This design comes from an exercise in tuning for small area on the open sky130 flow, not from production work. RTL that was checked went through simulation tests only; none was proved equivalent to the original. Only the layout flow was run in run 1; the RTL was not checked for function there. No activity file was given, so power comes from the tool's default toggle rates.

===== design/flow/flow/abc_area.script =====
strash
ifraig
dc2
strash
dch -f
amap
topo
dnsize -c

===== design/flow/design.v =====
package iot_pkg;
	localparam int BYTE_W = 8;    
	localparam int ITEM_W = 128;  
	localparam int CRC_W  = 3;    
	localparam int IDX_W  = 4;    
	typedef logic [BYTE_W-1:0] byte_t;
	typedef logic [ITEM_W-1:0] item_t;      
	typedef logic [CRC_W-1:0]  crc_t;
	typedef logic [IDX_W-1:0]  byte_idx_t;
	typedef enum logic [2:0] {
		fn_crc = 3'd3,  
		fn_max = 3'd4,  
		fn_min = 3'd5   
	} fn_e;
	localparam crc_t CRC_POLY = 3'b101;
endpackage
`timescale 1ns/1ps
`timescale 1ns/1ps
module crc3_unit (
	input  iot_pkg::crc_t  crc_in,   
	input  iot_pkg::byte_t byte_in,
	output iot_pkg::crc_t  crc_out   
);
	logic b07, b12;
	assign b07 = byte_in[0] ^ byte_in[7];
	assign b12 = byte_in[1] ^ byte_in[2];
	assign crc_out[0] = crc_in[2] ^ b07 ^ b12 ^ byte_in[4];
	assign crc_out[1] = crc_in[0] ^ b12 ^ byte_in[3] ^ byte_in[5];
	assign crc_out[2] = crc_in[1] ^ crc_in[2] ^ b07 ^ byte_in[1] ^ byte_in[3] ^ byte_in[6];
endmodule
`timescale 1ns/1ps
module rank_unit (
	input  logic           clk,
	input  logic           min_mode,   
	input  logic           step_best,
	input  logic           step_second,
	input  logic           first_byte,  
	input  logic           first_item,  
	input  logic           second_item, 
	input  logic           in_en,
	input  iot_pkg::byte_t iot_in,
	input  logic           hold_byte,   
	input  logic           use_held,    
	input  logic [iot_pkg::BYTE_W/2-1:0] held_hi,  
	input  logic           crc_mode,    
	input  iot_pkg::crc_t  crc_val,     
	output iot_pkg::item_t best_q,
	output iot_pkg::item_t second_q
);
	iot_pkg::item_t best_n_q, second_n_q;
	assign best_q   = ~best_n_q;
	assign second_q = ~second_n_q;
	logic [1:0] cmp_best_q, cmp_second_q;
	iot_pkg::byte_t held_byte;
	assign held_byte = {held_hi, cmp_best_q, cmp_second_q};
	logic [1:0] prev_best, prev_second, cmp_best, cmp_second;
	iot_pkg::byte_t top_best, top_second;
	iot_pkg::byte_t in_best, in_second;
	logic better_best, better_second;
	assign top_best   = best_q[iot_pkg::ITEM_W-1 -: iot_pkg::BYTE_W];
	assign top_second = second_q[iot_pkg::ITEM_W-1 -: iot_pkg::BYTE_W];
	always_comb begin
		if (min_mode) begin
			better_best   = (iot_in < top_best);
			better_second = (iot_in < top_second);
		end else begin
			better_best   = (iot_in > top_best);
			better_second = (iot_in > top_second);
		end
		prev_best   = first_byte ? 2'b00 : cmp_best_q;
		prev_second = second_item ? 2'b11 : (first_byte ? 2'b00 : cmp_second_q);
		cmp_best   = prev_best[1]   ? prev_best   : {iot_in != top_best,   better_best};
		cmp_second = prev_second[1] ? prev_second : {iot_in != top_second, better_second};
		if (use_held)
			in_best = held_byte;
		else if (!first_item && cmp_best == 2'b10)
			in_best = top_best;
		else
			in_best = iot_in;
		if (cmp_best == 2'b11)
			in_second = top_best;
		else if (cmp_second == 2'b10)
			in_second = top_second;
		else
			in_second = iot_in;
		if (crc_mode) begin
			in_best[iot_pkg::CRC_W-1:0]   = crc_val;
			in_second[iot_pkg::CRC_W-1:0] = crc_val;
		end
	end
	always_ff @(posedge clk) begin
		if (in_en) begin
			if (hold_byte)
				{cmp_best_q, cmp_second_q} <= iot_in[iot_pkg::BYTE_W/2-1:0];
			else
				{cmp_best_q, cmp_second_q} <= {cmp_best, cmp_second};
		end
		if (step_best)
			best_n_q <= {best_n_q[iot_pkg::ITEM_W-iot_pkg::BYTE_W-1:0], ~in_best};
		if (step_second)
			second_n_q <= {second_n_q[iot_pkg::ITEM_W-iot_pkg::BYTE_W-1:0], ~in_second};
	end
endmodule
`timescale 1ns/1ps
module iot_filter (
	input  logic           clk,
	input  logic           rst,
	input  logic           in_en,
	input  iot_pkg::byte_t iot_in,
	input  logic [2:0]     fn_sel,
	output logic           busy,
	output logic           valid,
	output iot_pkg::item_t iot_out
);
	logic crc_mode, rank_mode, min_mode;
	assign crc_mode  = (fn_sel == iot_pkg::fn_crc);
	assign rank_mode = (fn_sel == iot_pkg::fn_max) || (fn_sel == iot_pkg::fn_min);
	assign min_mode  = (fn_sel == iot_pkg::fn_min);
	iot_pkg::byte_idx_t byte_cnt;   
	logic [2:0]         item_cnt;   
	logic [2:0]         phase_q;    
	logic first_byte, last_byte, last_item, start;
	assign first_byte = (byte_cnt == '0);
	assign last_byte  = (byte_cnt == '1);
	assign last_item  = (item_cnt == '1);
	assign start = in_en && last_byte && (crc_mode || (rank_mode && last_item));
	logic ph1, ph3, ph4, ph5;
	assign ph1 = phase_q[2] & ~phase_q[1];
	assign ph3 = phase_q[2] &  phase_q[0];
	assign ph4 = ~phase_q[2] & phase_q[1];
	assign ph5 = ~phase_q[1] & phase_q[0];
	logic hold, use_held;
	assign hold     = rank_mode & ph1;
	assign use_held = rank_mode & ph5 & byte_cnt[0];
	always_ff @(posedge clk or posedge rst) begin
		if (rst) begin
			byte_cnt <= '0;
			item_cnt <= '0;
			phase_q  <= '0;
		end else begin
			if (in_en) begin
				if (hold) begin
					byte_cnt    <= {iot_in[7:5], 1'b1};
					item_cnt[0] <= iot_in[4];
				end else begin
					byte_cnt <= byte_cnt + 1'b1;
					if (last_byte)
						item_cnt <= item_cnt + 1'b1;
				end
			end else if (use_held) begin
				byte_cnt <= iot_pkg::byte_idx_t'(1);
				item_cnt <= '0;
			end
			phase_q <= {start | (~phase_q[0] & (phase_q[2] | phase_q[1])), phase_q[2], phase_q[1]};
		end
	end
	assign busy  = rank_mode & (phase_q[2] | phase_q[1]);
	assign valid = phase_q[0] & (phase_q[2] ? crc_mode : rank_mode);
	iot_pkg::item_t best_q, second_q;
	iot_pkg::crc_t  crc_val;
	crc3_unit i_crc (
		.crc_in(first_byte ? '0 : best_q[iot_pkg::CRC_W-1:0]),
		.byte_in(iot_in),
		.crc_out(crc_val)
	);
	logic step_best, step_second, first_item, second_item;
	assign first_item  = (item_cnt == 3'd0);
	assign second_item = (item_cnt == 3'd1);
	assign step_best   = (in_en & ~(rank_mode & ph1)) | use_held;
	assign step_second = in_en & (crc_mode ? last_byte : ~first_item);
	rank_unit i_rank (
		.clk(clk), .min_mode(min_mode),
		.step_best(step_best), .step_second(step_second),
		.first_byte(first_byte), .first_item(first_item), .second_item(second_item),
		.in_en(in_en), .iot_in(iot_in), .hold_byte(ph1), .use_held(use_held), .held_hi({byte_cnt[3:1], item_cnt[0]}),
		.crc_mode(crc_mode), .crc_val(crc_val),
		.best_q(best_q), .second_q(second_q)
	);
	logic sel_best, sel_second, sel_low;
	assign sel_best   = rank_mode & ph4;
	assign sel_second = rank_mode & ph5;
	assign sel_low    = sel_second | (crc_mode & ph3);
	assign iot_out[iot_pkg::ITEM_W-1:iot_pkg::CRC_W] =
		({(iot_pkg::ITEM_W-iot_pkg::CRC_W){sel_best}}   & best_q[iot_pkg::ITEM_W-1:iot_pkg::CRC_W]) |
		({(iot_pkg::ITEM_W-iot_pkg::CRC_W){sel_second}} & second_q[iot_pkg::ITEM_W-1:iot_pkg::CRC_W]);
	assign iot_out[iot_pkg::CRC_W-1:0] =
		({iot_pkg::CRC_W{sel_best}} & best_q[iot_pkg::CRC_W-1:0]) |
		({iot_pkg::CRC_W{sel_low}}  & second_q[iot_pkg::CRC_W-1:0]);
endmodule

===== design/flow/flow/run.sh =====
#!/bin/bash
# The standard layout (standard.sh), with three changes:
# - synthesis is the standard flow's own (synth_recipe.tcl and ORFS's synth.tcl), except that ABC maps
#   the logic with flow/abc_area.script, a stronger area-only script, and adders and
#   comparators are left to ABC instead of being mapped to half adders first (ADDER_MAP_FILE
#   empty); registers are untouched;
# - every port is buffered by the smallest buffer, sky130_fd_sc_hd__buf_1, instead of the
#   one buffer_ports picks itself;
# - clock tree synthesis uses larger sink clusters and inserts no dummy loads.
set -euo pipefail
here=$(pwd)

sed 's|^  log_cmd abc {\*}\$abc_args$|  log_cmd abc -script '"$here"'/flow/abc_area.script {*}[lrange $abc_args 2 end]|' \
  "$FLOW_HOME/scripts/synth.tcl" > synth_own.tcl
grep -q 'flow/abc_area.script' synth_own.tcl
sed 's|source \$::env(SCRIPTS_DIR)/synth.tcl|source '"$here"'/synth_own.tcl|' synth_recipe.tcl > synth_recipe_own.tcl
grep -q 'synth_own.tcl' synth_recipe_own.tcl

bash standard.sh \
  "SYNTH_SCRIPT=$here/synth_recipe_own.tcl" \
  "ADDER_MAP_FILE=" \
  "BUFFER_PORTS_ARGS=-buffer_cell sky130_fd_sc_hd__buf_1" \
  "CTS_ARGS=-sink_clustering_enable -repair_clock_nets -dont_use_dummy_load -buf_list sky130_fd_sc_hd__clkbuf_4 -sink_clustering_size 10 -sink_clustering_max_diameter 50" \
  finish > make_finish.log 2>&1

===== design/flow/constraint.sdc =====
create_clock -name core_clock -period 6.0 [get_ports {clk}]
set_input_delay 1.2000 -clock core_clock [delete_from_list [all_inputs] [get_ports {clk}]]
set_output_delay 1.2000 -clock core_clock [all_outputs]
set_load 0.01 [all_outputs]

===== design/flow/config.mk =====
export PLATFORM = sky130hd
export DESIGN_NAME = iot_filter
export DESIGN_NICKNAME = iot_filter
export VERILOG_FILES = /design/flow/design.v
export SDC_FILE = /design/flow/constraint.sdc
export NUM_CORES = 4
export LEC_CHECK = 0
export ABC_AREA = 1
export CAP_MARGIN = 20
export CORE_MARGIN = 2
export CORE_UTILIZATION = 70
export SLEW_MARGIN = 20

===== design/flow/standard.sh =====
#!/bin/bash
# synth_recipe.tcl (not shown) runs the flow's synth.tcl, then flattens the netlist and writes it again
# the make line also repeats each setting of config.mk as NAME=value (left out here)
make -C /OpenROAD-flow-scripts/flow DESIGN_CONFIG=/design/flow/config.mk WORK_HOME=/design/flow/orfs CLKGATE_MAP_FILE= SYNTH_SCRIPT=/design/flow/synth_recipe.tcl "${@:-finish}"

==> results of run 1 <==
-- routing by layer --
layer	wire length [um]	share of wire [%]	track usage, %	vias up
li1	-	-	-	2920
met2	10400	49	43.4	374
met3	1930	9.0	6.09	48
met4	513	2.4	7.95	0
met1	8600	40	39.1	3179
met5	0	0	2.08	-
-- layout by cell type, fill, tap and decap left out, types with 8 or more instances in the layout --
cell type and count:
sky130_fd_sc_hd__a21oi_1 12, sky130_fd_sc_hd__buf_1 143, sky130_fd_sc_hd__clkbuf_4 31, sky130_fd_sc_hd__clkinv_1 38
sky130_fd_sc_hd__dfrtp_1 10, sky130_fd_sc_hd__edfxtp_1 260, sky130_fd_sc_hd__nand2_1 16, sky130_fd_sc_hd__nor2_1 49
sky130_fd_sc_hd__nor3_1 8, sky130_fd_sc_hd__o21ai_0 20, sky130_fd_sc_hd__o22ai_1 144
-- how the worst max path moves through the flow --
| stage | start | end | slack [ns] |
|---|---|---|---|
| detailed placement | iot_in[7] | i_rank.best_n_q[2]$_DFFE_PP_ | 0.79 |
| CTS | fn_sel[1] | iot_out[71] | 1.38 |
| global placement | iot_in[7] | i_rank.best_n_q[0]$_DFFE_PP_ | 1.16 |
| global route | iot_in[7] | i_rank.best_n_q[2]$_DFFE_PP_ | 0.88 |
| floorplan | fn_sel[1] | i_rank.second_n_q[0]$_DFFE_PP_ | 0.08 |
| finish | iot_in[7] | i_rank.best_n_q[2]$_DFFE_PP_ | 1.25 |
-- final cells by class --
| type | count | area share, % |
|---|---|---|
| Clock buffer | 31 | 2.09 |
| Inverter | 39 | 1.34 |
| Multi-Input combinational cell | 309 | 16.6 |
| Sequential cell | 270 | 72.5 |
| Tap cell | 180 | 2.03 |
| Timing Repair Buffer | 150 | 5.42 |
-- power by group through the flow --
stage,combinational (mW),sequential [mW],clock (mW)
after floorplan,0.647,2.89,0
after global placement,0.926,2.94,0
after detailed placement,0.949,2.98,0
after CTS,0.953,2.94,0.777
after global routing,1.05,2.99,0.830
final,0.960,2.94,0.758
-- worst reg2reg max path, stage by stage (launching register included) --
cell and delay (ns):
sky130_fd_sc_hd__edfxtp_1 0.52, sky130_fd_sc_hd__clkinv_1 0.10, sky130_fd_sc_hd__nor2_1 0.06, sky130_fd_sc_hd__nor2_1 0.09
sky130_fd_sc_hd__o211ai_1 0.11, sky130_fd_sc_hd__a2111o_1 0.33, sky130_fd_sc_hd__a2111oi_0 0.52, sky130_fd_sc_hd__nor2_1 0.08
sky130_fd_sc_hd__o21ai_0 0.24, sky130_fd_sc_hd__nor2_1 0.07, sky130_fd_sc_hd__a21oi_1 0.63, sky130_fd_sc_hd__clkinv_1 0.42
sky130_fd_sc_hd__nor2_1 0.20, sky130_fd_sc_hd__nand2_1 0.22, sky130_fd_sc_hd__clkinv_1 0.22, sky130_fd_sc_hd__nor2_1 0.06
sky130_fd_sc_hd__o32a_1 0.32, sky130_fd_sc_hd__o21bai_1 0.14
-- registers in the layout (all words and copies together) (netlist names) --
| signal | flops |
|---|---|
| phase_q | 3 |
| byte_cnt | 4 |
| i_rank.cmp_second_q | 2 |
| i_rank.best_n_q | 128 |
| i_rank.second_n_q | 128 |
| i_rank.cmp_best_q | 2 |
| item_cnt | 3 |
-- metrics by stage --
| stage | cell area (um2) | cells | util, % |
|---|---|---|---|
| 3_5_place_dp | 10900 | 948 | 78.1 |
| 4_1_cts | 11100 | 979 | 79.7 |
| 5_1_grt | 11100 | 979 | 79.7 |
| 3_3_place_gp | 10900 | 948 | 78.1 |
| 2_1_floorplan | 10000 | 618 | - |
| 6_report | 11100 | 979 | 79.7 |
-- cell families after synthesis --
group	Yosys count
compound gates	221
buf+inv	39
simple gates	88
flops	270
==> summary.md, run 1 <==
| Metric | Value |
|---|---|
| Run status | `finished clean` |
| Cell-by-cell listing of the critical path | `buf_1, clkinv_1, nor2_1, nor2_1, o211ai_1, a2111o_1, a2111oi_0, nor2_1, o21ai_0, nor2_1, a21oi_1, clkinv_1, nor2_1, nand2_1, clkinv_1, nor2_1, o32a_1, o21bai_1` |
| Logic gate share of total power | `between 20% and 30%` |
| Static Leak | `roughly 3.5 nW` |
| Portion of the clock cycle consumed by the worst path in the final layout | `79.1%` |
| Depth of the CTS H-tree | `1` |
| CP Depth | `18` |
| Antenna violations before repair | `0` |
| Gp weighted congestion | `around 0.92` |
| Sequential-to-total area share from yosys stat | `approximately 80%` |
| Share of power burned in the clock network | `about 16%` |
| Post-synth design cell area | `about 10,000 um2` |
| Final total negative setup slack | `0 ns` |
| Xor-xnor portion of the synthesized cell area | `0%` |
| Depth of the worst hold-timing path | `0` |
| Fraction of layout instances using a drive strength above 1 | `~5.3%` |
| Total clock buffers created by CTS | `31` |
| Slew Viols, Final | `0` |
| Most numerous cell in the Yosys netlist | `sky130_fd_sc_hd__edfxtp_1` |
| CTS tree | `done` |
| Final Hold Slack | `0.386 ns` |
| Hold violation total from the final report | `0` |
| Chip width | `between 100 and 150 um` |
| Shortest clock period the worst path allows after layout | `4.75 ns` |
| Wire length of the first global-routing pass | `around 32 mm` |
| Avg Inst Size Synth | `between 15 and 20 um2` |
| FF+latch count, synth | `270` |
| Data arrival at the endpoint of the critical path | `between 5 and 6 ns` |
| Part of the power in registers | `63.2%` |
| Overall die area | `approximately 15,000 um2` |
| Post-layout total power | `approximately 4.7 mW` |
| Cell family with most CP delay | `compound AO/OA/AOI/OAI gates` |
| Post-cts repair resize count | `0` |
| Gate count after technology mapping | `618` |
| Largest family of logic cells by synthesized area | `compound AO/OA/AOI/OAI gates` |
| Top cell type by total area after synthesis | `sky130_fd_sc_hd__edfxtp_1` |
| Power dissipated by switching net loads | `roughly 1.5 mW` |
| Internal portion of total power | `3.20 mW` |
| Number of global-route vias before repair | `6,115` |
| Antenna viol nets, final | `0` |
| CP endpoint kind | `flip-flop` |
| Number of post-CTS setup repair buffers | `0` |
| Area fraction in compound gates after synthesis | `between 10% and 20%` |
| Floorplan die height | `around 120 um` |
| CP Launch Type | `input pin` |
| Routed WL | `approximately 21 mm` |
| Synth Area in Simple Gates | `between 3 and 4%` |
| Mux share of post-synthesis cell area | `0%` |
| Storage element area | `between 8000 and 9000 um2` |
| Max Root-Sink Buffers | `3` |
| Routed via count | `approximately 6,500` |
| DRC errors left | `0` |
| FILL cells | `about 800` |
| Net Count, Synth | `around 630` |
| 1st-pass router iterations | `5` |
| Post-Place Worst Slack | `0.785 ns` |
| Number of top-level design ports | `around 140` |
| Synth async-reset ratio | `approximately 3.7%` |
| Combined global-route utilization of all metal layers | `~27%` |
| Peak VDD IR | `approximately 0.32 mV` |
| Area share of the largest cell type after synthesis | `between 70% and 80%` |
| Starting Density | `just over 70%` |
| Number of enable-type register cells in the synthesized netlist | `260` |
| Adder and majority gate portion of the synthesized area | `0%` |
| Cell with the biggest individual delay on the critical path | `sky130_fd_sc_hd__a21oi_1` |
| Launch point of the worst hold path | `i_rank.best_n_q[16]$_DFFE_PP_` |
| Upper clock frequency limit | `0.211 GHz` |
| Total area of multi-input combinational cells | `~1800 um2` |
| Avg Vias per Cell | `~6.7` |
| HPWL reported at the end of detailed placement | `13.9 mm` |
| Crit-path max cell delay | `approximately 0.63 ns` |
| CORE AREA | `between 10,000 and 15,000 um2` |
| Buffer type at the clock tree root | `sky130_fd_sc_hd__clkbuf_4` |
| Slew of the pin with the lowest slew margin | `about 1.1 ns` |
| Data required time at the worst endpoint | `approximately 6.5 ns` |
| Average routed wire per standard cell | `roughly 22 um` |
| Clock transition at the register clock pins on the worst setup and hold paths after CTS | `between 0.1 and 0.15 ns` |
| Crit-path max FO | `11` |
| End of the worst register-to-register path | `i_rank.best_n_q[2]$_DFFE_PP_` |
| Cell variety after synth | `31` |
| Worst min-delay path class | `flip-flop to flip-flop` |
| Layout Skew | `around 0.06 ns` |
| Number of nets at the end of the flow | `slightly above 800` |
| Worst Path Buf+Inv | `4` |
| Largest net degree at the start of global routing | `between 100 and 150` |
| Diodes inserted | `0` |
| Warning count from the yosys run | `2` |
| Cell Rows | `43` |
| # setup viols final | `0` |
| Hold Path Sink | `i_rank.best_n_q[24]$_DFFE_PP_` |
| Flip-flop cell with the highest count after synthesis | `sky130_fd_sc_hd__edfxtp_1` |
| Power density normalized to cell area | `between 400 and 500 nW/um2` |
| Setup slack of the critical path after layout | `1.25 ns` |
| Most used standard cells in the synthesized netlist | `260 x sky130_fd_sc_hd__edfxtp_1, 144 x sky130_fd_sc_hd__o22ai_1, 49 x sky130_fd_sc_hd__nor2_1` |
| Reg2reg start | `i_rank.best_n_q[127]$_DFFE_PP_` |
| Worst slew margin relative to its limit | `28.4%` |
| Crit path kind | `input pin to flip-flop` |
| Max Cap Violations | `0` |
| FF-to-FF path depth | `17` |
| Remaining global-route overflow | `0` |
| Number of clock sinks seen by CTS | `270` |
| Fraction of power spent switching nets | `between 30% and 40%` |
| Largest cells by area after synthesis | `sky130_fd_sc_hd__edfxtp_1 78%, sky130_fd_sc_hd__o22ai_1 9.0%, sky130_fd_sc_hd__dfrtp_1 2.5%, sky130_fd_sc_hd__nor2_1 1.8%, sky130_fd_sc_hd__clkinv_1 1.5%` |
| Setup repair after global routing missed its margin | `false` |
| Buffers added on ports | `between 100 and 150` |
| Worst reg2reg setup slack | `roughly 1.5 ns` |
| Clk Latency, worst-skew pair | `roughly 0.65 ns` |
| DRC violation total after the first TritonRoute iteration | `between 700 and 800` |
| Cts hold-fix bufs | `0` |
| Most Frequent Cell on Critical Path | `sky130_fd_sc_hd__nor2_1` |
| Signed area change from the synthesized netlist to the final layout | `11.0%` |
==> inputs of run 2 (changes only) <==
--- a/design/flow/design.v
+++ b/design/flow/design.v
@@ -32,19 +32,20 @@
 module rank_unit (
 	input  logic           clk,
-	input  logic           min_mode,   
-	input  logic           step_best,
-	input  logic           step_second,
-	input  logic           first_byte,  
-	input  logic           first_item,  
-	input  logic           second_item, 
+	input  logic           min_mode,     
+	input  logic           step_best_hi, 
+	input  logic           step_best_lo, 
+	input  logic           step_second,  
+	input  logic           first_byte,   
+	input  logic           first_item,   
+	input  logic           second_item,  
 	input  logic           in_en,
 	input  iot_pkg::byte_t iot_in,
-	input  logic           hold_byte,   
-	input  logic           use_held,    
-	input  logic [iot_pkg::BYTE_W/2-1:0] held_hi,  
-	input  logic           crc_mode,    
-	input  iot_pkg::crc_t  crc_val,     
+	input  logic           park,         
+	input  logic           crc_mode,     
+	input  iot_pkg::crc_t  crc_val,      
 	output iot_pkg::item_t best_q,
-	output iot_pkg::item_t second_q
+	output iot_pkg::item_t second_q,
+	output iot_pkg::byte_t top_best,     
+	output logic [iot_pkg::BYTE_W/2-1:0] parked_lo  
 );
 	iot_pkg::item_t best_n_q, second_n_q;
@@ -52,8 +53,7 @@
 	assign second_q = ~second_n_q;
 	logic [1:0] cmp_best_q, cmp_second_q;
-	iot_pkg::byte_t held_byte;
-	assign held_byte = {held_hi, cmp_best_q, cmp_second_q};
 	logic [1:0] prev_best, prev_second, cmp_best, cmp_second;
-	iot_pkg::byte_t top_best, top_second;
+	assign parked_lo = {cmp_best_q, cmp_second_q};
+	iot_pkg::byte_t top_second;
 	iot_pkg::byte_t in_best, in_second;
 	logic better_best, better_second;
@@ -72,7 +72,5 @@
 		cmp_best   = prev_best[1]   ? prev_best   : {iot_in != top_best,   better_best};
 		cmp_second = prev_second[1] ? prev_second : {iot_in != top_second, better_second};
-		if (use_held)
-			in_best = held_byte;
-		else if (!first_item && cmp_best == 2'b10)
+		if (!first_item && cmp_best == 2'b10)
 			in_best = top_best;
 		else
@@ -90,12 +88,12 @@
 	end
 	always_ff @(posedge clk) begin
-		if (in_en) begin
-			if (hold_byte)
-				{cmp_best_q, cmp_second_q} <= iot_in[iot_pkg::BYTE_W/2-1:0];
-			else
-				{cmp_best_q, cmp_second_q} <= {cmp_best, cmp_second};
-		end
-		if (step_best)
-			best_n_q <= {best_n_q[iot_pkg::ITEM_W-iot_pkg::BYTE_W-1:0], ~in_best};
+		if (park)
+			{cmp_best_q, cmp_second_q} <= top_best[iot_pkg::BYTE_W/2-1:0];
+		else if (in_en)
+			{cmp_best_q, cmp_second_q} <= {cmp_best, cmp_second};
+		if (step_best_hi)
+			best_n_q[iot_pkg::ITEM_W-1:iot_pkg::BYTE_W] <= best_n_q[iot_pkg::ITEM_W-iot_pkg::BYTE_W-1:0];
+		if (step_best_lo)
+			best_n_q[iot_pkg::BYTE_W-1:0] <= ~in_best;
 		if (step_second)
 			second_n_q <= {second_n_q[iot_pkg::ITEM_W-iot_pkg::BYTE_W-1:0], ~in_second};
@@ -130,7 +128,9 @@
 	assign ph4 = ~phase_q[2] & phase_q[1];
 	assign ph5 = ~phase_q[1] & phase_q[0];
-	logic hold, use_held;
-	assign hold     = rank_mode & ph1;
-	assign use_held = rank_mode & ph5 & byte_cnt[0];
+	logic park, unpark;
+	iot_pkg::byte_t top_best;
+	logic [iot_pkg::BYTE_W/2-1:0] parked_lo;
+	assign park   = rank_mode & ph1;
+	assign unpark = rank_mode & ph5;
 	always_ff @(posedge clk or posedge rst) begin
 		if (rst) begin
@@ -139,16 +139,14 @@
 			phase_q  <= '0;
 		end else begin
-			if (in_en) begin
-				if (hold) begin
-					byte_cnt    <= {iot_in[7:5], 1'b1};
-					item_cnt[0] <= iot_in[4];
-				end else begin
-					byte_cnt <= byte_cnt + 1'b1;
-					if (last_byte)
-						item_cnt <= item_cnt + 1'b1;
-				end
-			end else if (use_held) begin
-				byte_cnt <= iot_pkg::byte_idx_t'(1);
-				item_cnt <= '0;
+			if (park) begin
+				byte_cnt    <= {top_best[7:5], in_en};
+				item_cnt[0] <= top_best[4];
+			end else if (unpark) begin
+				byte_cnt[3:1] <= '0;
+				item_cnt[0]   <= 1'b0;
+			end else if (in_en) begin
+				byte_cnt <= byte_cnt + 1'b1;
+				if (last_byte)
+					item_cnt <= item_cnt + 1'b1;
 			end
 			phase_q <= {start | (~phase_q[0] & (phase_q[2] | phase_q[1])), phase_q[2], phase_q[1]};
@@ -164,26 +162,30 @@
 		.crc_out(crc_val)
 	);
-	logic step_best, step_second, first_item, second_item;
-	assign first_item  = (item_cnt == 3'd0);
-	assign second_item = (item_cnt == 3'd1);
-	assign step_best   = (in_en & ~(rank_mode & ph1)) | use_held;
-	assign step_second = in_en & (crc_mode ? last_byte : ~first_item);
+	logic step_best_hi, step_best_lo, step_second, first_item, second_item;
+	assign first_item   = (item_cnt == 3'd0);
+	assign second_item  = (item_cnt == 3'd1);
+	assign step_best_lo = in_en | park;
+	assign step_best_hi = park | (in_en & ~(first_item & first_byte));
+	assign step_second  = in_en & (crc_mode ? last_byte : ~first_item);
 	rank_unit i_rank (
 		.clk(clk), .min_mode(min_mode),
-		.step_best(step_best), .step_second(step_second),
+		.step_best_hi(step_best_hi), .step_best_lo(step_best_lo), .step_second(step_second),
 		.first_byte(first_byte), .first_item(first_item), .second_item(second_item),
-		.in_en(in_en), .iot_in(iot_in), .hold_byte(ph1), .use_held(use_held), .held_hi({byte_cnt[3:1], item_cnt[0]}),
+		.in_en(in_en), .iot_in(iot_in), .park(park),
 		.crc_mode(crc_mode), .crc_val(crc_val),
-		.best_q(best_q), .second_q(second_q)
+		.best_q(best_q), .second_q(second_q), .top_best(top_best), .parked_lo(parked_lo)
 	);
 	logic sel_best, sel_second, sel_low;
+	iot_pkg::item_t best_out;
 	assign sel_best   = rank_mode & ph4;
 	assign sel_second = rank_mode & ph5;
 	assign sel_low    = sel_second | (crc_mode & ph3);
+	assign best_out   = {byte_cnt[3:1], item_cnt[0], parked_lo,
+	                     best_q[iot_pkg::ITEM_W-1:iot_pkg::BYTE_W]};
 	assign iot_out[iot_pkg::ITEM_W-1:iot_pkg::CRC_W] =
-		({(iot_pkg::ITEM_W-iot_pkg::CRC_W){sel_best}}   & best_q[iot_pkg::ITEM_W-1:iot_pkg::CRC_W]) |
+		({(iot_pkg::ITEM_W-iot_pkg::CRC_W){sel_best}}   & best_out[iot_pkg::ITEM_W-1:iot_pkg::CRC_W]) |
 		({(iot_pkg::ITEM_W-iot_pkg::CRC_W){sel_second}} & second_q[iot_pkg::ITEM_W-1:iot_pkg::CRC_W]);
 	assign iot_out[iot_pkg::CRC_W-1:0] =
-		({iot_pkg::CRC_W{sel_best}} & best_q[iot_pkg::CRC_W-1:0]) |
+		({iot_pkg::CRC_W{sel_best}} & best_out[iot_pkg::CRC_W-1:0]) |
 		({iot_pkg::CRC_W{sel_low}}  & second_q[iot_pkg::CRC_W-1:0]);
 endmodule
--- a/design/flow/flow/run.sh
+++ b/design/flow/flow/run.sh
@@ -21,4 +21,4 @@
   "ADDER_MAP_FILE=" \
   "BUFFER_PORTS_ARGS=-buffer_cell sky130_fd_sc_hd__buf_1" \
-  "CTS_ARGS=-sink_clustering_enable -repair_clock_nets -dont_use_dummy_load -buf_list sky130_fd_sc_hd__clkbuf_4 -sink_clustering_size 10 -sink_clustering_max_diameter 50" \
+  "CTS_ARGS=-sink_clustering_enable -repair_clock_nets -dont_use_dummy_load -buf_list sky130_fd_sc_hd__clkbuf_4 -sink_clustering_size 9 -sink_clustering_max_diameter 45" \
   finish > make_finish.log 2>&1
==> run 2 against run 1 <==
Effect of this change:
- clock skew decreased by 0.0067 ns
- routed wire length up 0.37%
- clock power is 12% higher
- sequential share of layout area is 0.20 points lower
- sequential power rose by 6%
==> summary.md, run 2 <==
| Metric | Value |
|---|---|
| Number of nets at the end of the flow | `820` |
| CP Launch Type | `input pin` |
| CORE AREA | `13,900 um2` |
| Run status | `finished clean` |
| Largest net degree at the start of global routing | `78` |
| Crit path kind | `input pin to primary output` |
| Most used standard cells in the synthesized netlist | `260 x sky130_fd_sc_hd__edfxtp_1, 149 x sky130_fd_sc_hd__o22ai_1, 42 x sky130_fd_sc_hd__clkinv_1` |
| Average routed wire per standard cell | `between 20 and 25 um` |
| Cells after DPL | `between 900 and 1,000` |
| Number of top-level design ports | `between 100 and 150` |
| Data arrival at the endpoint of the critical path | `between 3 and 4 ns` |
| Worst slew margin relative to its limit | `roughly 36%` |
| Number of enable-type register cells in the synthesized netlist | `260` |
| Crit-path max cell delay | `around 0.50 ns` |
| Routed WL | `around 22 mm` |
| Layout Skew | `around 0.054 ns` |
| Power density normalized to cell area | `approximately 450 nW/um2` |
| Avg Inst Size Synth | `16.3 um2` |
| Routed via count | `roughly 6,500` |
| Max Cap Violations | `0` |
| Most Frequent Cell on Critical Path | `sky130_fd_sc_hd__buf_1` |
| Setup slack of the critical path after layout | `approximately 1.5 ns` |
| Hold violation total from the final report | `0` |
| DRC violation total after the first TritonRoute iteration | `625` |
| Signed area change from the synthesized netlist to the final layout | `12.0%` |
| Cell variety after synth | `29` |
| Worst min-delay path class | `flip-flop to flip-flop` |
| Total clock buffers created by CTS | `38` |
| FF+latch count, synth | `270` |
| Avg Vias per Cell | `between 6 and 7` |
| Shortest clock period the worst path allows after layout | `~4.5 ns` |
| Cell with the biggest individual delay on the critical path | `sky130_fd_sc_hd__nor3_1` |
| Combined global-route utilization of all metal layers | `between 20% and 30%` |
| Commonest cells after routing, fill and taps aside | `260 x sky130_fd_sc_hd__edfxtp_1, 149 x sky130_fd_sc_hd__o22ai_1, 143 x sky130_fd_sc_hd__buf_1` |
| Portion of the clock cycle consumed by the worst path in the final layout | `75.5%` |
| Post-synth design cell area | `between 9000 and 10,000 um2` |
| Global Route met1 Usage | `39.9%` |
| Gate count after technology mapping | `between 600 and 700` |
| Worst Path Buf+Inv | `5` |
| Worst reg2reg setup slack | `between 2 and 2.5 ns` |
| Clock transition at the register clock pins on the worst setup and hold paths after CTS | `~0.090 ns` |
| Post-Place Worst Slack | `1.46 ns` |
| Most frequent standard cell in the layout excluding fill and tap cells | `sky130_fd_sc_hd__edfxtp_1` |
| Net Count, Synth | `~630` |
| Sequential-to-total area share from yosys stat | `between 80% and 90%` |
| Depth of the CTS H-tree | `2` |
| Starting Density | `~72%` |
| Met2 global-route usage | `43.9%` |
| Buffer type at the clock tree root | `sky130_fd_sc_hd__clkbuf_4` |
| Wire length of the first global-routing pass | `roughly 32 mm` |
| DRC errors left | `0` |
| Largest cells by area after synthesis | `sky130_fd_sc_hd__edfxtp_1 78%, sky130_fd_sc_hd__o22ai_1 9.4%, sky130_fd_sc_hd__dfrtp_1 2.5%, sky130_fd_sc_hd__clkinv_1 1.6%, sky130_fd_sc_hd__o21ai_0 1.6%` |
| Top cell type by total area after synthesis | `sky130_fd_sc_hd__edfxtp_1` |
| Floorplan die height | `between 100 and 150 um` |
| Cell Rows | `43` |
| Cell family with most CP delay | `buffers and inverters` |
| Post-cts repair resize count | `0` |
| Diodes inserted | `0` |
| Antenna viol nets, final | `0` |
| Peak VDD IR | `0.319 mV` |
| Chip width | `123 um` |
| Data required time at the worst endpoint | `around 4.8 ns` |
| Synth async-reset ratio | `3.70%` |
| Global routing met3 resource utilization | `7.52%` |
| Gp weighted congestion | `about 0.9` |
| 1st-pass router iterations | `5` |
| Fraction of layout instances using a drive strength above 1 | `between 6 and 7%` |
| # setup viols final | `0` |
| Number of standard cells in the layout, taps in and fillers out | `roughly 1,000` |
| Warning count from the yosys run | `2` |
| CP endpoint kind | `primary output` |
| HPWL reported at the end of detailed placement | `between 10 and 15 mm` |
| Final total negative setup slack | `0 ns` |
| Antenna violations before repair | `0` |
| Slew Viols, Final | `0` |
| Overall die area | `about 15,000 um2` |
| Remaining global-route overflow | `0` |
| Cts hold-fix bufs | `0` |
| Cell-by-cell listing of the critical path | `buf_1, clkinv_1, nand2_1, nor3_1, inv_4, buf_4, o22ai_1, buf_1` |
| FILL cells | `around 760` |
| Largest registers | `i_rank.best_n_q (128), i_rank.second_n_q (128), byte_cnt (4)` |
| Flip-flop cell with the highest count after synthesis | `sky130_fd_sc_hd__edfxtp_1` |
| Upper clock frequency limit | `about 0.22 GHz` |
| Slew of the pin with the lowest slew margin | `0.962 ns` |
| CTS tree | `done` |
| Clk Latency, worst-skew pair | `around 0.65 ns` |
| Number of post-CTS setup repair buffers | `0` |
| Setup repair after global routing missed its margin | `false` |
| Number of clock sinks seen by CTS | `270` |
| Number of global-route vias before repair | `roughly 6,200` |
| Most utilized layer in the global route result | `met2` |
| Area share of the largest cell type after synthesis | `between 70% and 80%` |
| Buffers added on ports | `roughly 140` |
| Most numerous cell in the Yosys netlist | `sky130_fd_sc_hd__edfxtp_1` |
| Crit-path max FO | `77` |
| Max Root-Sink Buffers | `3` |
| Static Leak | `about 3.5 nW` |
run 2: final timing paths:
path / startpoint / to / cells past startpoint
min in group asynchronous: rst / byte_cnt[1]$_DFFE_PP0P_ / 2
hold reg to reg: i_rank.best_n_q[38]$_DFFE_PP_ / i_rank.best_n_q[46]$_DFFE_PP_ / 0
max in group asynchronous: rst / phase_q[1]$_DFF_PP0_ / 2
hold / removal: i_rank.best_n_q[38]$_DFFE_PP_ / i_rank.best_n_q[46]$_DFFE_PP_ / 0
setup / recovery: fn_sel[1] / iot_out[127] / 8
setup reg to reg: i_rank.best_n_q[126]$_DFFE_PP_ / i_rank.best_n_q[2]$_DFFE_PP_ / 14
run 2: report_power, final:
part | internal (mW) | total (mW) | switching [mW]
Sequential | 2.81 | 3.12 | 0.315
Clock | 0.293 | 0.851 | 0.558
Combinational | 0.318 | 1.05 | 0.731
run 2: through the flow:
step	cell area (um2)	power, mW	hold WS, ns	utilization (%)
floorplan	9970	3.74	0.400	-
global placement	10900	4.12	0.404	78.2
detailed placement	10900	4.19	0.408	78.2
CTS	11100	5.04	0.411	80.3
global route	11100	5.27	0.409	80.3
finish	11100	5.02	0.407	80.3
run 2: layer usage:
metal / vias to the layer above / routed length, um
met2: 345 / 10300
met4: 0 / 459
met1: 3148 / 8890
met5: - / 0
met3: 48 / 1930
li1: 2914 / -
run 2: cell families after synthesis:
kind of cell | after synthesis | synth area share (%)
DFF | 270 | 81.0
buffers and inverters | 42 | 1.58
AOI/OAI and AO/OA | 227 | 14.2
and+or+nand+nor | 72 | 3.28
run 2: area by class of cell:
| class | count | area, um2 | share of cell area [%] |
|---|---|---|---|
| Tap cell | 180 | 225 | 2.02 |
| Sequential cell | 270 | 8060 | 72.3 |
| Timing Repair Buffer | 155 | 639 | 5.74 |
| Inverter | 42 | 160 | 1.44 |
| Clock buffer | 38 | 285 | 2.56 |
| Multi-Input combinational cell | 299 | 1770 | 15.9 |
==> inputs of run 3 (changes only) <==
--- a/design/flow/flow/run.sh
+++ b/design/flow/flow/run.sh
@@ -21,4 +21,4 @@
   "ADDER_MAP_FILE=" \
   "BUFFER_PORTS_ARGS=-buffer_cell sky130_fd_sc_hd__buf_1" \
-  "CTS_ARGS=-sink_clustering_enable -repair_clock_nets -dont_use_dummy_load -buf_list sky130_fd_sc_hd__clkbuf_4 -sink_clustering_size 9 -sink_clustering_max_diameter 45" \
+  "CTS_ARGS=-sink_clustering_enable -repair_clock_nets -dont_use_dummy_load -buf_list sky130_fd_sc_hd__clkbuf_8 -sink_clustering_size 18 -sink_clustering_max_diameter 70" \
   finish > make_finish.log 2>&1
==> run 3 against run 2 <==
Effect of this change:
- still clean on timing, DRC and antenna
- clock-buffer cell count shrank 20
- synthesized cell count did not move
- via count decreased by 1.9%
- final cell count shrank 2.0%
- critical path depth unchanged
- global-route usage decreased by 1.1 points
- combinational power is essentially flat
- routed wire length decreased by 2.7%
==> summary.md, run 3 <==
| Metric | Value |
|---|---|
| Run status | `finished clean` |
| Met2 wirelength from detailed routing | `~10 mm` |
| Hold violation total from the final report | `0` |
| Routed WL | `about 21 mm` |
| Commonest cells after routing, fill and taps aside | `260 x sky130_fd_sc_hd__edfxtp_1, 149 x sky130_fd_sc_hd__o22ai_1, 143 x sky130_fd_sc_hd__buf_1` |
| Antenna viol nets, final | `0` |
| Power density normalized to cell area | `roughly 450 nW/um2` |
| Largest net degree at the start of global routing | `78` |
| Launch point of the critical path | `fn_sel[1]` |
| DRC errors left | `0` |
| Number of enable-type register cells in the synthesized netlist | `260` |
| Portion of the clock cycle consumed by the worst path in the final layout | `approximately three quarters` |
| Crit path kind | `input pin to primary output` |
| Cts hold-fix bufs | `0` |
| Shortest clock period the worst path allows after layout | `roughly 4.5 ns` |
| Wire length of the first global-routing pass | `~31 mm` |
| Chip width | `~120 um` |
| Static Leak | `3.50 nW` |
| Floorplan die height | `between 100 and 150 um` |
| Number of global-route vias before repair | `6,005` |
| Routed via count | `between 6,000 and 7,000` |
| CP Launch Type | `input pin` |
| Data required time at the worst endpoint | `4.80 ns` |
| Net Count, Synth | `~630` |
| FILL cells | `approximately 760` |
| Max Root-Sink Buffers | `3` |
| Crit-path max FO | `between 70 and 80` |
| Depth of the CTS H-tree | `1` |
| Avg Inst Size Synth | `16.3 um2` |
| CP endpoint kind | `primary output` |
| CTS tree | `done` |
| Reg2reg start | `i_rank.best_n_q[127]$_DFFE_PP_` |
| Number of clock sinks seen by CTS | `270` |
| Cell variety after synth | `29` |
| Clk Latency, worst-skew pair | `0.53 ns` |
| Upper clock frequency limit | `~0.22 GHz` |
| Most numerous cell in the Yosys netlist | `sky130_fd_sc_hd__edfxtp_1` |
| CORE AREA | `13,900 um2` |
| Combined global-route utilization of all metal layers | `a little over a quarter` |
| Starting Density | `a little under three quarters` |
| Most used standard cells in the synthesized netlist | `260 x sky130_fd_sc_hd__edfxtp_1, 149 x sky130_fd_sc_hd__o22ai_1, 42 x sky130_fd_sc_hd__clkinv_1` |
| Warning count from the yosys run | `2` |
| Number of nets at the end of the flow | `800` |
| Post-synth design cell area | `9950 um2` |
| Met3 wirelength from detailed routing | `roughly 1.8 mm` |
| Gp weighted congestion | `between 0.8 and 0.9` |
| Post-cts repair resize count | `0` |
| Buffers added on ports | `roughly 140` |
| Slew of the pin with the lowest slew margin | `around 0.95 ns` |
| # setup viols final | `0` |
| Slew Viols, Final | `0` |
| Sequential-to-total area share from yosys stat | `between 80% and 90%` |
| Setup repair after global routing missed its margin | `false` |
| Peak VDD IR | `approximately 0.33 mV` |
| Data arrival at the endpoint of the critical path | `~3.3 ns` |
| Average routed wire per standard cell | `about 22 um` |
| Worst min-delay path class | `flip-flop to flip-flop` |
| Layout Skew | `0.0327 ns` |
| Overall die area | `15,200 um2` |
| Largest cells by area after synthesis | `sky130_fd_sc_hd__edfxtp_1 78%, sky130_fd_sc_hd__o22ai_1 9.4%, sky130_fd_sc_hd__dfrtp_1 2.5%, sky130_fd_sc_hd__clkinv_1 1.6%, sky130_fd_sc_hd__o21ai_0 1.6%` |
| Diodes inserted | `0` |
| Max Cap Violations | `0` |
| FF+latch count, synth | `270` |
| Synth async-reset ratio | `approximately 3.7%` |
| Fraction of layout instances using a drive strength above 1 | `4.34%` |
| Avg Vias per Cell | `~6.6` |
| Remaining global-route overflow | `0` |
| Final total negative setup slack | `0 ns` |
| Worst slew margin relative to its limit | `36.5%` |
| Area share of the largest cell type after synthesis | `78.5%` |
| Top cell type by total area after synthesis | `sky130_fd_sc_hd__edfxtp_1` |
| Buffer type at the clock tree root | `sky130_fd_sc_hd__clkbuf_8` |
| Number of top-level design ports | `between 100 and 150` |
| 1st-pass router iterations | `5` |
| Total clock buffers created by CTS | `18` |
| Uppermost signal routing layer after detailed routing | `met4` |
| Most frequent standard cell in the layout excluding fill and tap cells | `sky130_fd_sc_hd__edfxtp_1` |
| Signed area change from the synthesized netlist to the final layout | `11.6%` |
| Launch point of the worst hold path | `i_rank.second_n_q[58]$_DFFE_PP_` |
| Gate count after technology mapping | `between 600 and 700` |
| Number of post-CTS setup repair buffers | `0` |
| Clock transition at the register clock pins on the worst setup and hold paths after CTS | `about 0.12 ns` |
| Met1 Wirelength | `between 8 and 9 mm` |
| HPWL reported at the end of detailed placement | `approximately 13 mm` |
| Flip-flop cell with the highest count after synthesis | `sky130_fd_sc_hd__edfxtp_1` |
| Largest registers | `i_rank.best_n_q (128), i_rank.second_n_q (128), byte_cnt (4)` |
| Antenna violations before repair | `0` |
| Post-layout total power | `around 5.0 mW` |
| Cell Rows | `43` |
| DRC violation total after the first TritonRoute iteration | `697` |
run 3: per-stage QoR:
step | instances | setup WS, ns | utilization [%] | instance area (um2) | hold slack [ns]
CTS | 964 | 1.46 | 80.0 | 11100 | 0.438
global route | 964 | 1.32 | 80.0 | 11100 | 0.460
finish | 964 | 1.46 | 80.0 | 11100 | 0.445
global placement | 946 | 1.59 | 78.2 | 10900 | 0.404
floorplan | 611 | 0.0274 | - | 9970 | 0.400
detailed placement | 946 | 1.46 | 78.2 | 10900 | 0.408
run 3: layout make-up:
class                   instances  area, um2  area share (%)
multi-input cells             299       1770            16.0
inverters                      42        160            1.44
clock buffers                  18        248            2.23
flip-flops and latches        270       8060            72.6
well taps                     180        225            2.03
repair buffers                155        639            5.76
run 3: cells by family after synthesis:
| group | share of synthesized area [%] |
|---|---|
| AND/OR/NAND/NOR | 3.28 |
| buffers and inverters | 1.58 |
| flip-flops | 81.0 |
| AO/OA/AOI/OAI | 14.2 |
run 3: critical path, cell delays in order:
cell and delay [ns]:
sky130_fd_sc_hd__buf_1 0.07, sky130_fd_sc_hd__clkinv_1 0.05, sky130_fd_sc_hd__nand2_1 0.15, sky130_fd_sc_hd__nor3_1 0.50
sky130_fd_sc_hd__inv_4 0.40, sky130_fd_sc_hd__buf_4 0.43, sky130_fd_sc_hd__o22ai_1 0.34, sky130_fd_sc_hd__buf_1 0.19
run 3: path summary, 6_finish.rpt:
| path | to | slack [ns] | cells after the start |
|---|---|---|---|
| min | i_rank.second_n_q[66]$_DFFE_PP_ | 0.45 | 0 |
| max | iot_out[127] | 1.46 | 8 |
| min in group asynchronous | phase_q[2]$_DFF_PP0_ | 0.55 | 2 |
| min reg2reg | i_rank.second_n_q[66]$_DFFE_PP_ | 0.45 | 0 |
| max in group asynchronous | phase_q[1]$_DFF_PP0_ | 5.20 | 2 |
| max reg2reg | i_rank.best_n_q[2]$_DFFE_PP_ | 2.27 | 14 |
run 3: power by group:
group	switching, mW	internal, mW
sequential	0.313	2.81
clock	0.512	0.273
combinational	0.731	0.318
total	1.56	3.40
run 3: routing by layer:
metal / vias to the layer above / global-route usage [%]
met5: - / 0
met4: 0 / 7.32
met3: 38 / 4.89
met2: 344 / 43.2
met1: 3096 / 39.8
li1: 2852 / -
==> inputs of run 4 (changes only) <==
--- a/design/flow/design.v
+++ b/design/flow/design.v
@@ -46,6 +46,6 @@
 	output iot_pkg::item_t best_q,
 	output iot_pkg::item_t second_q,
-	output iot_pkg::byte_t top_best,     
-	output logic [iot_pkg::BYTE_W/2-1:0] parked_lo  
+	output iot_pkg::byte_t top_best_n,   
+	output logic [iot_pkg::BYTE_W/2-1:0] parked_lo_n  
 );
 	iot_pkg::item_t best_n_q, second_n_q;
@@ -54,9 +54,10 @@
 	logic [1:0] cmp_best_q, cmp_second_q;
 	logic [1:0] prev_best, prev_second, cmp_best, cmp_second;
-	assign parked_lo = {cmp_best_q, cmp_second_q};
-	iot_pkg::byte_t top_second;
+	assign parked_lo_n = {cmp_best_q, cmp_second_q};
+	iot_pkg::byte_t top_best, top_second;
 	iot_pkg::byte_t in_best, in_second;
 	logic better_best, better_second;
 	assign top_best   = best_q[iot_pkg::ITEM_W-1 -: iot_pkg::BYTE_W];
+	assign top_best_n = best_n_q[iot_pkg::ITEM_W-1 -: iot_pkg::BYTE_W];
 	assign top_second = second_q[iot_pkg::ITEM_W-1 -: iot_pkg::BYTE_W];
 	always_comb begin
@@ -89,5 +90,5 @@
 	always_ff @(posedge clk) begin
 		if (park)
-			{cmp_best_q, cmp_second_q} <= top_best[iot_pkg::BYTE_W/2-1:0];
+			{cmp_best_q, cmp_second_q} <= top_best_n[iot_pkg::BYTE_W/2-1:0];
 		else if (in_en)
 			{cmp_best_q, cmp_second_q} <= {cmp_best, cmp_second};
@@ -129,6 +130,6 @@
 	assign ph5 = ~phase_q[1] & phase_q[0];
 	logic park, unpark;
-	iot_pkg::byte_t top_best;
-	logic [iot_pkg::BYTE_W/2-1:0] parked_lo;
+	iot_pkg::byte_t top_best_n;
+	logic [iot_pkg::BYTE_W/2-1:0] parked_lo_n;
 	assign park   = rank_mode & ph1;
 	assign unpark = rank_mode & ph5;
@@ -140,6 +141,6 @@
 		end else begin
 			if (park) begin
-				byte_cnt    <= {top_best[7:5], in_en};
-				item_cnt[0] <= top_best[4];
+				byte_cnt    <= {top_best_n[7:5], in_en};
+				item_cnt[0] <= top_best_n[4];
 			end else if (unpark) begin
 				byte_cnt[3:1] <= '0;
@@ -174,5 +175,5 @@
 		.in_en(in_en), .iot_in(iot_in), .park(park),
 		.crc_mode(crc_mode), .crc_val(crc_val),
-		.best_q(best_q), .second_q(second_q), .top_best(top_best), .parked_lo(parked_lo)
+		.best_q(best_q), .second_q(second_q), .top_best_n(top_best_n), .parked_lo_n(parked_lo_n)
 	);
 	logic sel_best, sel_second, sel_low;
@@ -181,5 +182,5 @@
 	assign sel_second = rank_mode & ph5;
 	assign sel_low    = sel_second | (crc_mode & ph3);
-	assign best_out   = {byte_cnt[3:1], item_cnt[0], parked_lo,
+	assign best_out   = {~byte_cnt[3:1], ~item_cnt[0], ~parked_lo_n,
 	                     best_q[iot_pkg::ITEM_W-1:iot_pkg::BYTE_W]};
 	assign iot_out[iot_pkg::ITEM_W-1:iot_pkg::CRC_W] =
--- a/design/flow/flow/run.sh
+++ b/design/flow/flow/run.sh
@@ -21,4 +21,4 @@
   "ADDER_MAP_FILE=" \
   "BUFFER_PORTS_ARGS=-buffer_cell sky130_fd_sc_hd__buf_1" \
-  "CTS_ARGS=-sink_clustering_enable -repair_clock_nets -dont_use_dummy_load -buf_list sky130_fd_sc_hd__clkbuf_8 -sink_clustering_size 18 -sink_clustering_max_diameter 70" \
+  "CTS_ARGS=-sink_clustering_enable -repair_clock_nets -dont_use_dummy_load -buf_list sky130_fd_sc_hd__clkbuf_4 -sink_clustering_size 9 -sink_clustering_max_diameter 45" \
   finish > make_finish.log 2>&1
==> run 4 against run 3 <==
Effect of this change:
- still clean on timing, DRC and antenna
- utilization grew 0.16 points
- sequential share of layout area grew 0.14 points
- largest cell class unchanged
- final area shrank 0.19%
- synthesized cell count shrank 2.5%
- via count grew 2.6%
- largest power group unchanged
- register-to-register slack lost 0.17 ns
- clock power grew 5.1%
- first-iteration DRC count grew 5.2%
==> summary.md, run 4 <==
| Metric | Value |
|---|---|
| Largest cells by area after synthesis | `sky130_fd_sc_hd__edfxtp_1 79%, sky130_fd_sc_hd__o22ai_1 9.7%, sky130_fd_sc_hd__dfrtp_1 2.5%, sky130_fd_sc_hd__clkinv_1 1.5%, sky130_fd_sc_hd__nor2_1 1.3%` |
| HPWL reported at the end of detailed placement | `approximately 14 mm` |
| Number of global-route vias before repair | `6,310` |
| Antenna violations before repair | `0` |
| Most frequent standard cell in the layout excluding fill and tap cells | `sky130_fd_sc_hd__edfxtp_1` |
| Top cell type by total area after synthesis | `sky130_fd_sc_hd__edfxtp_1` |
| Part of the power in registers | `a little over 60%` |
| Cell variety after synth | `31` |
| Final Hold Slack | `between 0.4 and 0.5 ns` |
| Synth async-reset ratio | `3.70%` |
| FF+latch count, synth | `270` |
| Shortest clock period the worst path allows after layout | `4.69 ns` |
| Warning count from the yosys run | `2` |
| Max Root-Sink Buffers | `3` |
| Layout Skew | `0.0467 ns` |
| Remaining global-route overflow | `0` |
| Worst min-delay path class | `flip-flop to flip-flop` |
| Buffer type at the clock tree root | `sky130_fd_sc_hd__clkbuf_4` |
| Final total negative setup slack | `0 ns` |
| CP Launch Type | `input pin` |
| Power density normalized to cell area | `between 300 and 400 nW/um2` |
| Clock transition at the register clock pins on the worst setup and hold paths after CTS | `roughly 0.1 ns` |
| Chip width | `123 um` |
| Slew of the pin with the lowest slew margin | `about 0.94 ns` |
| Slew Viols, Final | `0` |
| Number of top-level design ports | `~140` |
| Cells after DPL | `approximately 930` |
| Commonest cells after routing, fill and taps aside | `260 x sky130_fd_sc_hd__edfxtp_1, 153 x sky130_fd_sc_hd__o22ai_1, 143 x sky130_fd_sc_hd__buf_1` |
| Average routed wire per standard cell | `23.0 um` |
| Routed WL | `22.2 mm` |
| Hold violation total from the final report | `0` |
| Avg Vias per Cell | `6.73` |
| Portion of the clock cycle consumed by the worst path in the final layout | `~78%` |
| Flip-flop cell with the highest count after synthesis | `sky130_fd_sc_hd__edfxtp_1` |
| Share of power burned in the clock network | `a little under a fifth` |
| Routed via count | `6,493` |
| Diodes inserted | `0` |
| Post-layout total power | `4.43 mW` |
| Internal portion of total power | `3.07 mW` |
| Post-cts repair resize count | `0` |
| Avg Inst Size Synth | `approximately 17 um2` |
| DRC errors left | `0` |
| Largest registers | `i_rank.best_n_q (128), i_rank.second_n_q (128), byte_cnt (4)` |
| Cell Rows | `43` |
| Depth of the CTS H-tree | `2` |
| Peak VDD IR | `between 0.3 and 0.4 mV` |
| Post-synth design cell area | `a little under 10,000 um2` |
| Floorplan die height | `~120 um` |
| Combined global-route utilization of all metal layers | `slightly below 30%` |
| Cts hold-fix bufs | `0` |
| Sequential-to-total area share from yosys stat | `81.4%` |
| Static Leak | `3.53 nW` |
| Net Count, Synth | `610` |
| # setup viols final | `0` |
| Logic gate share of total power | `roughly a fifth` |
| Max Cap Violations | `0` |
| Clk Latency, worst-skew pair | `around 0.62 ns` |
| Data arrival at the endpoint of the critical path | `around 3.5 ns` |
| Data required time at the worst endpoint | `roughly 4.8 ns` |
| DRC violation total after the first TritonRoute iteration | `between 700 and 800` |
| CP endpoint kind | `primary output` |
| Buffers added on ports | `between 100 and 150` |
| Signed area change from the synthesized netlist to the final layout | `12.0%` |
| Upper clock frequency limit | `approximately 0.21 GHz` |
| Area share of the largest cell type after synthesis | `between 70 and 80%` |
| Total cell area at the placement stage | `10,800 um2` |
| Gp weighted congestion | `around 0.89` |
| Overall die area | `15,100 um2` |
| Number of enable-type register cells in the synthesized netlist | `260` |
| Fraction of layout instances using a drive strength above 1 | `under 10%` |
| Design Area, Final | `between 10,000 and 15,000 um2` |
| Starting Density | `between 70 and 80%` |
| Gate count after technology mapping | `between 500 and 600` |
| Power dissipated by switching net loads | `about 1.4 mW` |
| Crit path kind | `input pin to primary output` |
| 1st-pass router iterations | `6` |
| CTS tree | `done` |
| Number of nets at the end of the flow | `801` |
| Most numerous cell in the Yosys netlist | `sky130_fd_sc_hd__edfxtp_1` |
| Worst slew margin relative to its limit | `a little under two fifths` |
| Most used standard cells in the synthesized netlist | `260 x sky130_fd_sc_hd__edfxtp_1, 153 x sky130_fd_sc_hd__o22ai_1, 40 x sky130_fd_sc_hd__clkinv_1` |
| Crit-path max FO | `9` |
| Number of clock sinks seen by CTS | `270` |
| Run status | `finished clean` |
| Largest net degree at the start of global routing | `129` |
| Antenna viol nets, final | `0` |
| Total clock buffers created by CTS | `36` |
| Number of standard cells in the layout, taps in and fillers out | `around 970` |
| Number of post-CTS setup repair buffers | `0` |
| CORE AREA | `approximately 14,000 um2` |
| Setup repair after global routing missed its margin | `false` |
| Wire length of the first global-routing pass | `around 34 mm` |
| Fraction of power spent switching nets | `a little under a third` |
==> run 4: stage by stage <==
step | setup WS [ns] | util (%)
2_1_floorplan | 0.257 | -
3_3_place_gp | 1.38 | 78.2
3_5_place_dp | 1.21 | 78.2
4_1_cts | 1.35 | 80.2
5_1_grt | 1.11 | 80.2
6_report | 1.31 | 80.2
==> run 4: layout make-up <==
class                           instances  area (um2)
Inverter                               40         153
Clock buffer                           36         270
Timing Repair Buffer                  153         637
Tap cell                              180         225
Multi-Input combinational cell        286        1740
Sequential cell                       270        8060
Fill cell                             745        2740
==> run 4: layer usage <==
metal / part of all wire [%] / track usage, %
met4: 2.3 / 9.20
met1: 40 / 42.5
met2: 49 / 47.2
met3: 8.6 / 6.27
met5: 0 / 0
==> run 4: power groups by stage <==
stage | combinational [mW] | sequential (mW) | clock, mW
after detailed placement | 0.862 | 2.76 | 0
after CTS | 0.869 | 2.73 | 0.842
after floorplan | 0.561 | 2.68 | 0
after global placement | 0.844 | 2.73 | 0
after global routing | 0.951 | 2.76 | 0.917
final | 0.875 | 2.73 | 0.825
==> run 4: logic make-up after synthesis <==
| group | share of synthesized area (%) |
|---|---|
| flops | 81.4 |
| compound gates | 14.2 |
| simple gates | 2.84 |
| buf+inv | 1.52 |
==> run 4: worst max-delay path: stages <==
cell and delay [ns]:
sky130_fd_sc_hd__buf_1 0.07, sky130_fd_sc_hd__clkinv_1 0.09, sky130_fd_sc_hd__nor3_1 0.66, sky130_fd_sc_hd__clkinv_1 0.49, sky130_fd_sc_hd__nor3_1 0.37, sky130_fd_sc_hd__nor2_1 0.16
sky130_fd_sc_hd__o22ai_1 0.22, sky130_fd_sc_hd__buf_1 0.22
==> run 4: worst paths after layout <==
path                                                 from                       endpoint  slack (ns)  depth (start not counted)
max                                             fn_sel[1]                     iot_out[2]        1.31                          8
min                          i_rank.best_n_q[3]$_DFFE_PP_  i_rank.best_n_q[11]$_DFFE_PP_        0.44                          0
max reg2reg                i_rank.best_n_q[126]$_DFFE_PP_   i_rank.best_n_q[0]$_DFFE_PP_        2.10                         15
min reg2reg                  i_rank.best_n_q[3]$_DFFE_PP_  i_rank.best_n_q[11]$_DFFE_PP_        0.44                          0
max in group asynchronous                             rst        byte_cnt[1]$_DFFE_PP0P_        5.29                          2
min in group asynchronous                             rst        item_cnt[1]$_DFFE_PP0P_        0.47                          2
==> inputs of run 5 (changes only) <==
--- a/design/flow/flow/run.sh
+++ b/design/flow/flow/run.sh
@@ -21,4 +21,4 @@
   "ADDER_MAP_FILE=" \
   "BUFFER_PORTS_ARGS=-buffer_cell sky130_fd_sc_hd__buf_1" \
-  "CTS_ARGS=-sink_clustering_enable -repair_clock_nets -dont_use_dummy_load -buf_list sky130_fd_sc_hd__clkbuf_4 -sink_clustering_size 9 -sink_clustering_max_diameter 45" \
+  "CTS_ARGS=-sink_clustering_enable -repair_clock_nets -dont_use_dummy_load -buf_list sky130_fd_sc_hd__clkbuf_8 -sink_clustering_size 20 -sink_clustering_max_diameter 60" \
   finish > make_finish.log 2>&1
==> run 5 against run 4 <==
Effect of this change:
- non-clock buffer count stayed put
- final area down 0.33%
- routed wire length decreased by 0.76%
- sequential share of layout area rose by 0.24 points
- utilization fell by 0.26 points
- critical path type unchanged
- worst hold slack got worse by 0.0080 ns
- die area did not move
- critical endpoint unchanged
- still clean on timing, DRC and antenna
- clock skew is 0.030 ns lower
==> summary.md, run 5 <==
| Metric | Value |
|---|---|
| Largest net degree at the start of global routing | `about 130` |
| Number of post-CTS setup repair buffers | `0` |
| Hold violation total from the final report | `0` |
| Most frequent standard cell in the layout excluding fill and tap cells | `sky130_fd_sc_hd__edfxtp_1` |
| Most used standard cells in the synthesized netlist | `260 x sky130_fd_sc_hd__edfxtp_1, 153 x sky130_fd_sc_hd__o22ai_1, 40 x sky130_fd_sc_hd__clkinv_1` |
| Worst slew margin relative to its limit | `a little under two fifths` |
| Run status | `finished clean` |
| Area share of the largest cell type after synthesis | `~79%` |
| Shortest clock period the worst path allows after layout | `around 4.8 ns` |
| CORE AREA | `13,800 um2` |
| Gp weighted congestion | `~0.9` |
| Synth async-reset ratio | `between 3 and 4%` |
| Layout Skew | `0.0167 ns` |
| Setup repair after global routing missed its margin | `false` |
| Warning count from the yosys run | `2` |
| Number of clock sinks seen by CTS | `270` |
| Slew Viols, Final | `0` |
| Power density normalized to cell area | `approximately 400 nW/um2` |
| FF+latch count, synth | `270` |
| Average routed wire per standard cell | `around 23 um` |
| Logic gate share of total power | `around a fifth` |
| Net Count, Synth | `roughly 600` |
| Signed area change from the synthesized netlist to the final layout | `11.6%` |
| Post-synth design cell area | `around 10000 um2` |
| Wire length of the first global-routing pass | `between 30 and 40 mm` |
| Max Cap Violations | `0` |
| Portion of the clock cycle consumed by the worst path in the final layout | `roughly 80%` |
| Worst min-delay path class | `flip-flop to flip-flop` |
| Combined global-route utilization of all metal layers | `about 29%` |
| Internal portion of total power | `3.05 mW` |
| Cts hold-fix bufs | `0` |
| Floorplan die height | `between 100 and 150 um` |
| Number of nets at the end of the flow | `between 700 and 800` |
| Buffers added on ports | `143` |
| Largest registers | `i_rank.best_n_q (128), i_rank.second_n_q (128), byte_cnt (4)` |
| Number of enable-type register cells in the synthesized netlist | `260` |
| Diodes inserted | `0` |
| Crit path kind | `input pin to primary output` |
| Worst reg2reg setup slack | `about 2 ns` |
| Flip-flop cell with the highest count after synthesis | `sky130_fd_sc_hd__edfxtp_1` |
| Static Leak | `~3.5 nW` |
| Remaining global-route overflow | `0` |
| Starting Density | `between 70 and 80%` |
| Power dissipated by switching net loads | `1.32 mW` |
| Cell variety after synth | `31` |
| Routed via count | `6,344` |
| Number of global-route vias before repair | `6,072` |
| CP endpoint kind | `primary output` |
| HPWL reported at the end of detailed placement | `between 10 and 15 mm` |
| Post-cts repair resize count | `0` |
| Fraction of layout instances using a drive strength above 1 | `4.18%` |
| Final total negative setup slack | `0 ns` |
| Most numerous cell in the Yosys netlist | `sky130_fd_sc_hd__edfxtp_1` |
| CTS tree | `done` |
| FILL cells | `roughly 740` |
| Post-Place Worst Slack | `1.21 ns` |
| Top cell type by total area after synthesis | `sky130_fd_sc_hd__edfxtp_1` |
| 1st-pass router iterations | `5` |
| DRC errors left | `0` |
| Buffer type at the clock tree root | `sky130_fd_sc_hd__clkbuf_8` |
| Avg Vias per Cell | `about 6.7` |
| Overall die area | `around 15,000 um2` |
| Cell Rows | `43` |
| Commonest cells after routing, fill and taps aside | `260 x sky130_fd_sc_hd__edfxtp_1, 153 x sky130_fd_sc_hd__o22ai_1, 143 x sky130_fd_sc_hd__buf_1` |
| # setup viols final | `0` |
| Clock transition at the register clock pins on the worst setup and hold paths after CTS | `around 0.10 ns` |
| Number of top-level design ports | `approximately 140` |
| Depth of the CTS H-tree | `1` |
| Gate count after technology mapping | `596` |
| Peak VDD IR | `around 0.33 mV` |
| Sequential-to-total area share from yosys stat | `roughly four fifths` |
| Crit-path max FO | `9` |
| Clk Latency, worst-skew pair | `just over 0.5 ns` |
| Part of the power in registers | `around 62%` |
| Largest cells by area after synthesis | `sky130_fd_sc_hd__edfxtp_1 79%, sky130_fd_sc_hd__o22ai_1 9.7%, sky130_fd_sc_hd__dfrtp_1 2.5%, sky130_fd_sc_hd__clkinv_1 1.5%, sky130_fd_sc_hd__nor2_1 1.3%` |
| Upper clock frequency limit | `0.208 GHz` |
| CP Launch Type | `input pin` |
| Antenna viol nets, final | `0` |
| Data required time at the worst endpoint | `roughly 4.8 ns` |
| Slew of the pin with the lowest slew margin | `0.941 ns` |
| Fraction of power spent switching nets | `a little under a third` |
| DRC violation total after the first TritonRoute iteration | `around 840` |
| Max Root-Sink Buffers | `3` |
| Routed WL | `between 20 and 25 mm` |
| Share of power burned in the clock network | `between 15 and 20%` |
| Setup slack of the critical path after layout | `around 1.2 ns` |
| Antenna violations before repair | `0` |
| Data arrival at the endpoint of the critical path | `3.60 ns` |
| Total clock buffers created by CTS | `17` |
| Avg Inst Size Synth | `between 15 and 20 um2` |
| Chip width | `around 120 um` |
-- run 5: changes by cell type in the layout (fill, tap and decap cells not counted), sizes merged --
cell    previous run  this run
clkbuf            36        17
-- run 5: routing by layer --
metal | vias up | global-route usage (%) | wire, um
li1 | 2809 | - | -
met1 | 3144 | 42.4 | 8890
met2 | 344 | 47.0 | 11000
met3 | 47 | 4.24 | 1770
met4 | 0 | 6.90 | 431
met5 | - | 0 | 0
-- run 5: worst max-delay path, cell delays in order --
cell and delay [ns]:
sky130_fd_sc_hd__buf_1 0.07, sky130_fd_sc_hd__clkinv_1 0.09, sky130_fd_sc_hd__nor3_1 0.67, sky130_fd_sc_hd__clkinv_1 0.49, sky130_fd_sc_hd__nor3_1 0.42, sky130_fd_sc_hd__nor2_1 0.18, sky130_fd_sc_hd__o22ai_1 0.26, sky130_fd_sc_hd__buf_1 0.22
-- run 5: kinds of logic (layout without fill, tap and decap cells) --
family | after synthesis | in the layout | share of synthesized area [%]
AOI/OAI and AO/OA | 221 | 221 | 14.2
buffers and inverters | 40 | 210 | 1.52
DFF | 270 | 270 | 81.4
and+or+nand+nor | 65 | 65 | 2.84
-- run 5: cell type report --
type | instances | area (um2) | area share (%)
Multi-Input combinational cell | 286 | 1740 | 15.8
Timing Repair Buffer | 153 | 637 | 5.77
Clock buffer | 17 | 234 | 2.12
Tap cell | 180 | 225 | 2.04
Sequential cell | 270 | 8060 | 72.9
Inverter | 40 | 153 | 1.38
-- run 5: path summary, 6_finish.rpt --
check                                               startpoint                       endpoint  depth (start not counted)
worst max-delay path                                 fn_sel[1]                     iot_out[2]                          8
worst min register to register    i_rank.best_n_q[4]$_DFFE_PP_  i_rank.best_n_q[12]$_DFFE_PP_                          0
max in group asynchronous                                  rst        byte_cnt[1]$_DFFE_PP0P_                          2
worst min-delay path              i_rank.best_n_q[4]$_DFFE_PP_  i_rank.best_n_q[12]$_DFFE_PP_                          0
min in group asynchronous                                  rst        item_cnt[1]$_DFFE_PP0P_                          2
worst max register to register  i_rank.best_n_q[126]$_DFFE_PP_   i_rank.best_n_q[0]$_DFFE_PP_                         15
-- run 5: per-stage QoR --
stage / instances / hold slack, ns / instance area, um2 / power (mW) / util, %
floorplan: 596 / 0.400 / 9930 / 3.24 / -
finish: 946 / 0.429 / 11000 / 4.37 / 79.9
CTS: 946 / 0.428 / 11000 / 4.37 / 79.9
detailed placement: 929 / 0.405 / 10800 / 3.62 / 78.2
global route: 946 / 0.439 / 11000 / 4.56 / 79.9
global placement: 929 / 0.404 / 10800 / 3.57 / 78.2
-- run 5: power by group through the flow --
| stage | Combinational [mW] | Clock (mW) | Sequential (mW) |
|---|---|---|---|
| 6_report | 0.877 | 0.765 | 2.73 |
| 5_1_grt | 0.953 | 0.841 | 2.76 |
| 4_1_cts | 0.869 | 0.771 | 2.73 |
| 3_5_place_dp | 0.862 | 0 | 2.76 |
| 3_3_place_gp | 0.844 | 0 | 2.73 |
| 2_1_floorplan | 0.561 | 0 | 2.68 |

==> afterwards: timing with drivers on the ports <==
The flow's constraints put no driver on any port. The routed layouts listed below were extracted and timed again, unchanged, in two steps.
Step 1 (the two cells are an assumption about what drives the block):
set clk [get_ports {clk}]
set_driving_cell -lib_cell sky130_fd_sc_hd__clkbuf_16 $clk
set_driving_cell -lib_cell sky130_fd_sc_hd__buf_2 [delete_from_list [all_inputs] $clk]
Step 2 moves the port delays by t, midway between the first and last clock arrival at a register: inputs arrive t later, outputs are due t later. That takes back most of the time a late clock gives input paths.
a / b / c = ideal / step 1 / step 2; a / b = the first two.
run | t (ns) | slack for setup (ns) | hold slack, ns | cell pins on the clock port's net
run 1 | 0.665 | 1.252 / 1.243 / 0.577 | 0.386 / 0.386 / 0.386 | 1
run 2 | 0.663 | 1.472 / 1.452 / 1.431 | 0.407 / 0.407 / 0.407 | 1
run 3 | 0.548 | 1.465 / 1.442 / 1.350 | 0.445 / 0.445 / 0.445 | 1
run 4 | 0.638 | 1.314 / 1.285 / 1.113 | 0.437 / 0.437 / 0.437 | 1
run 5 | 0.539 | 1.203 / 1.180 / 1.007 | 0.429 / 0.429 / 0.429 | 1
After both steps every run listed still meets setup and hold. For run 1, which loses most, drivers alone change the setup slack by -0.009 ns; drivers and shift together by -0.675 ns.
